What follows belongs to an exercise in optimizing a design on an open flow for small area, a short achievable clock period and few clock cycles; a production flow would make more cautious choices. Function was checked by simulation only, so behaviour that the tests miss may differ from the original. Power is estimated from default activity; no workload was simulated.

## flow/design.v (module list and top-level ports; edited modules follow where they fit)
// module score_matmul: 1360 lines
module score_matmul #(
  parameter int DATA_W = 32,
  parameter int ADDR_W = 16,
  parameter int DIM_W  = 16
) (
  input  logic              clk,
  input  logic              reset_n,
  input  logic              score_valid,
  output logic              score_ready,
  output logic              score_done,
  input  logic [DIM_W-1:0]  seq_len,
  input  logic [DIM_W-1:0]  head_dim,
  input  logic [ADDR_W-1:0] q_base,
  input  logic [ADDR_W-1:0] k_base,
  input  logic [ADDR_W-1:0] s_base,
  output logic [ADDR_W-1:0] sram_result_read_address,
  input  logic [DATA_W-1:0] sram_result_read_data,
  output logic [ADDR_W-1:0] sram_scratchpad_read_address,
  input  logic [DATA_W-1:0] sram_scratchpad_read_data,
  output logic              sram_result_write_enable,
  output logic [ADDR_W-1:0] sram_result_write_address,
  output logic [DATA_W-1:0] sram_result_write_data
);
  // ...
==> flow/run.sh <==
#!/bin/bash
# synth_recipe.tcl (not shown) runs the flow's synth.tcl, then flattens the netlist and writes it again
# the make line also repeats each setting of config.mk as NAME=value (left out here)
make -C /OpenROAD-flow-scripts/flow DESIGN_CONFIG=/design/flow/config.mk WORK_HOME=/design/flow/orfs CLKGATE_MAP_FILE= SYNTH_SCRIPT=/design/flow/synth_recipe.tcl finish
==> flow/config.mk <==
export PLATFORM = sky130hd
export DESIGN_NAME = score_matmul
export DESIGN_NICKNAME = score_matmul
export VERILOG_FILES = /design/flow/design.v
export SDC_FILE = /design/flow/constraint.sdc
export NUM_CORES = 4
export LEC_CHECK = 0
export CAP_MARGIN = 20
export CORE_MARGIN = 2
export CORE_UTILIZATION = 40
export SLEW_MARGIN = 20
==> flow/constraint.sdc <==
create_clock -name core_clock -period 10.5 [get_ports {clk}]
set_input_delay 2.1000 -clock core_clock [delete_from_list [all_inputs] [get_ports {clk}]]
set_output_delay 2.1000 -clock core_clock [all_outputs]
set_load 0.01 [all_outputs]
==> flow_summary.ini, run 1 <==
[synthesis]
synth_top_area_cell = dfxtp_1
synth_top_family_by_area = adder cells
syn_avg_cell_area_um2 = 8.63
synth.distinct_cells = 64
synth_top_area_share_pct = 19.7
syn_area_um2 = 31000
synthTopCellsByArea = dfxtp_1 (20%), fa_1 (16%), edfxtp_1 (11%)
ys.flop_type = dfxtp_1
synth_edf_count = 112

[pwr]
p_comb_share_pct = 47.4
switching_power_uw = 3370
top_power_group = combinational logic

[clock_network]
cts_hold_buffers = 0
h-tree-depth = 2

[timing]
max_freq_mhz = 198
rsz0062_at_grt = no
worst_slew_pin_slew_ps = 1100

[finish]
nFillCells = 7498
num-clock-buffers = 72
n_all_buffers = 273
buffer_area_share_pct = 7.41
seq_area_um2 = 9840
final-clk-cell-share_pct = 4.97
seq_cells = 430
final_cells = 4653
finish.instance_area_um2 = 35400
mostFrequentLayoutCells = nand2_1 (474), nor2_1 (314), dfxtp_1 (280)

[place]
routabilityCongestion = 0.837
dpl-instance-area_um2 = 33600

[setup_path]
reg2reg_setup_slack_ps = 5460
crit_type = reg -> reg

[global_routing]
grtUsageMet3_pct = 3.01
grt_max_degree = 99

[outcome]
status = no timing/DRC/antenna violations

[routing]
met1_length_mm = 39.7
Testbench counts, summed over its fixed seeds: cycles 114,318.
==> inputs of run 2 (changes only) <==
--- a/flow/config.mk
+++ b/flow/config.mk
@@ -6,6 +6,8 @@
 export NUM_CORES = 4
 export LEC_CHECK = 0
+export ABC_AREA = 1
 export CAP_MARGIN = 20
 export CORE_MARGIN = 2
-export CORE_UTILIZATION = 40
+export CORE_UTILIZATION = 55
+export SETUP_SLACK_MARGIN = 5
 export SLEW_MARGIN = 20
==> flow_summary.ini, run 2 <==
[routing]
post-route-drc-count = 0
via_count = 20600
ant_nets = 0
drt_iter0_markers = 1812
wl_mm = 70.5
first_pass_iters = 6
viasPerCell = 5.47
routedWlPerCell_um = 18.7

[timing]
setup_tns_ps = 0
fin_crit_ps = 5200
finalMaxSlewViolations = 0
max_freq_mhz = 192
slew_headroom_pct = 23.3
hold_viol_final = 0
period_share_pct = 49.5
setup_violations = 0
fin_hold_ws_ps = 328
rsz0062_at_grt = no
worst_slew_pin_slew_ps = 1150
skew_ps = 21.8
worst_slack_ps = 5300

[synthesis]
syn_area_um2 = 27200
synth_commonest_cells = nand2_1 (441), inv_1 (375), xor2_1 (319)
synth_top_area_cell = dfxtp_1
netlist_instances = 2900
synth_nets = 3382
synth_top_area_share_pct = 22.5
synth_edf_count = 112
synthMostInstantiatedCell = nand2_1
synthArstFlopShare_pct = 3.02
ys_seq_elements = 430
ys_seq_area_share_pct = 36.1
synthTopCellsByArea = dfxtp_1 (22%), fa_1 (18%), edfxtp_1 (12%)
syn_avg_cell_area_um2 = 9.36
synth.distinct_cells = 57
ys.flop_type = dfxtp_1
synth_warnings = 1

[pwr]
switching_power_uw = 2850
power.share.switching_pct = 37.8
clkPwrFrac_pct = 23.5
power_density_nw_per_um2 = 239
p_int_uw = 4690
p_comb_share_pct = 45.1
p_leak_uw = 0.0141
power_frac_seq_pct = 31.4
ir_drop_mv = 0.137

[global_routing]
grt_pass1_wl_mm = 111
grt.total_usage_pct = 27.9
grt_overflow_total = 0
antenna_found_initial = 2
grt_pass1_vias = 20600
grt_max_degree = 63

[finish]
mostFrequentLayoutCells = nand2_1 (439), inv_1 (374), xor2_1 (319)
final_common_cell = nand2_1
nFillCells = 4093
final_util_pct = 64.6
fin_nets = 3547
multi_input_area_um2 = 15300
seq_area_um2 = 9800
final_cells = 3769
syn2layout_area_growth_pct = 16.2
drive_gt1_share_pct = 5.03

[floorplan]
die_h_um = 226
rows = 81
core-area_um2 = 48800
dieWidth_um = 226
dieArea_um2 = 51200
start_util_pct = 55.6
ios = 230

[outcome]
status = no timing/DRC/antenna violations

[place]
dp_hpwl_mm = 53.2
portBuffers = 229
placed_cells = 3678
dpl_worst_slack_ps = 5360
routabilityCongestion = 0.906

[setup_path]
cp-start-kind = flip-flop
timing.rr.start = kd_r[3]
crit_path_top_delay_cell = dfxtp_2
crit_type = reg -> reg
worst_ep_arrival_time_ps = 5690
max_stage_delay_ps = 970
reg2reg_depth = 17
critPathMaxFanout = 30
cp-end-kind = flip-flop
setup.worst_path.start = kd_r[3]
crit_top_cell = nand2_1
crit_chain = inv_2, nand2_1, nand2_1, nand2_1, o22ai_1, xor2_1, fa_1, fa_1, inv_1, fa_1, xor2_1, o211ai_1, nand2_1, xor2_1, nand2_1, nand3_1, nand2_1
cp.required_ps = 10980

[min_path]
hold_path.startpoint = f3_r
min-delay-path-class = reg -> reg
whs_path_depth = 0

[clock_network]
cts_tree = done
cts_hold_buffers = 0
h-tree-depth = 2
cts.root.buffer_cell = clkbuf_16
clock_latency_ps = 590
clock_path_buffers = 3
cts_sinks = 430
path_clk_slew_ps = 60
cts_made_buffers = 48

[job]
max_cap_viol_count = 0
==> run 2: cell types whose count changed in the layout (fill, tap and decap cells not counted), sizes merged, moves of 107 or more <==
| cell | delta |
|---|---|
| a21oi | -221 |
| a221oi | -108 |
| inv | +230 |
| nor2 | -120 |
| nor2b | -107 |
| o21ai | -165 |
| o22ai | +135 |
| xor2 | +250 |
==> run 2: layer usage <==
metal | GRT usage [%] | routed length (µm) | vias up | share of wire [%]
li1 | - | - | 9755 | -
met1 | 41.2 | 32600 | 9902 | 46
met2 | 42.4 | 30800 | 853 | 44
met3 | 4.89 | 5640 | 108 | 8.0
met4 | 7.51 | 1540 | 0 | 2.2
met5 | 0 | 0 | - | 0
==> run 2: worst paths after layout <==
check | to | slack (ps)
max | mal_r[31] | 5300
min | f4_r | 330
max reg2reg | mal_r[31] | 5300
min reg2reg | f4_r | 330
max in group asynchronous | ready_r | 8310
min in group asynchronous | l5_r | 1840
==> run 2: metrics by stage <==
stage	power [µW]	area, µm²
2_1_floorplan	4690	27200
3_3_place_gp	5630	29800
3_5_place_dp	5790	29800
4_1_cts	7590	31500
5_1_grt	8180	31600
6_report	7550	31600
==> run 2: final cells by class <==
| cell class | count | share of cell area [%] |
|---|---|---|
| clock buffers | 69 | 4.51 |
| inverters | 395 | 4.72 |
| well taps | 664 | 2.63 |
| diodes | 1 | 0.00793 |
| repair buffers | 246 | 7.73 |
| repair inverters | 1 | 0.0159 |
| flip-flops and latches | 430 | 31.1 |
| clock inverters | 20 | 0.880 |
| multi-input cells | 1943 | 48.4 |
==> run 2: kinds of logic (layout without fill, tap and decap cells) <==
logic type               count (synthesis)  after routing  share of synthesized area (%)
other                                    0              1                              0
XOR/XNOR                               346            346                           11.2
flip-flops                             430            430                           36.1
AO/OA/AOI/OAI                          440            440                           9.57
adder cells (fa/ha/maj)                335            335                           22.3
AND/OR/NAND/NOR                        811            811                           12.7
multiplexers                            11             11                          0.498
buffers and inverters                  527            731                           7.65
==> run 2: repair_timing <==
item                                    in CTS  in global routing
resized for setup                            0                  2
buffers inserted                             0                  0
endpoints found under the setup margin       0                  1
==> run 2: critical path, delay by kind of cell (launching register included) <==
kind / cells / cell delay, ps
flip-flops: 1 / 970
AO/OA/AOI/OAI: 2 / 290
adder cells (fa/ha/maj): 3 / 1440
buffers and inverters: 2 / 300
AND/OR/NAND/NOR: 7 / 1470
XOR/XNOR: 3 / 590
==> run 2: power by group through the flow <==
| stage | Sequential, µW | Clock [µW] | Combinational [µW] |
|---|---|---|---|
| floorplan | 2340 | 0 | 2350 |
| global placement | 2410 | 0 | 3220 |
| CTS | 2370 | 1810 | 3410 |
| finish | 2370 | 1770 | 3400 |
| global route | 2410 | 1870 | 3900 |
| detailed placement | 2410 | 0 | 3380 |

separate check: timing with driven ports:
The results above use ideal ports. As a check the final layouts listed here were re-extracted and re-timed, cells and wires unchanged.
Step 1: set_driving_cell puts a clkbuf_16 on clk and a buf_2 on each other input, an assumption about the parent block.
Step 2 moves the port delays by t, midway between the first and last clock arrival at a register: inputs arrive t later, outputs are due t later. That takes back most of the time a late clock gives input paths.
a / b / c = ideal ports / drivers / drivers and shift; a / b = the first two.
run | t, ns | setup slack, ns | hold slack, ns
run 1 | 0.670 | 5.457 / 5.457 / 5.457 | 0.321 / 0.321 / 0.321
run 2 | 0.641 | 5.299 / 5.299 / 5.299 | 0.328 / 0.328 / 0.328
After both steps setup and hold are still met in every run listed.
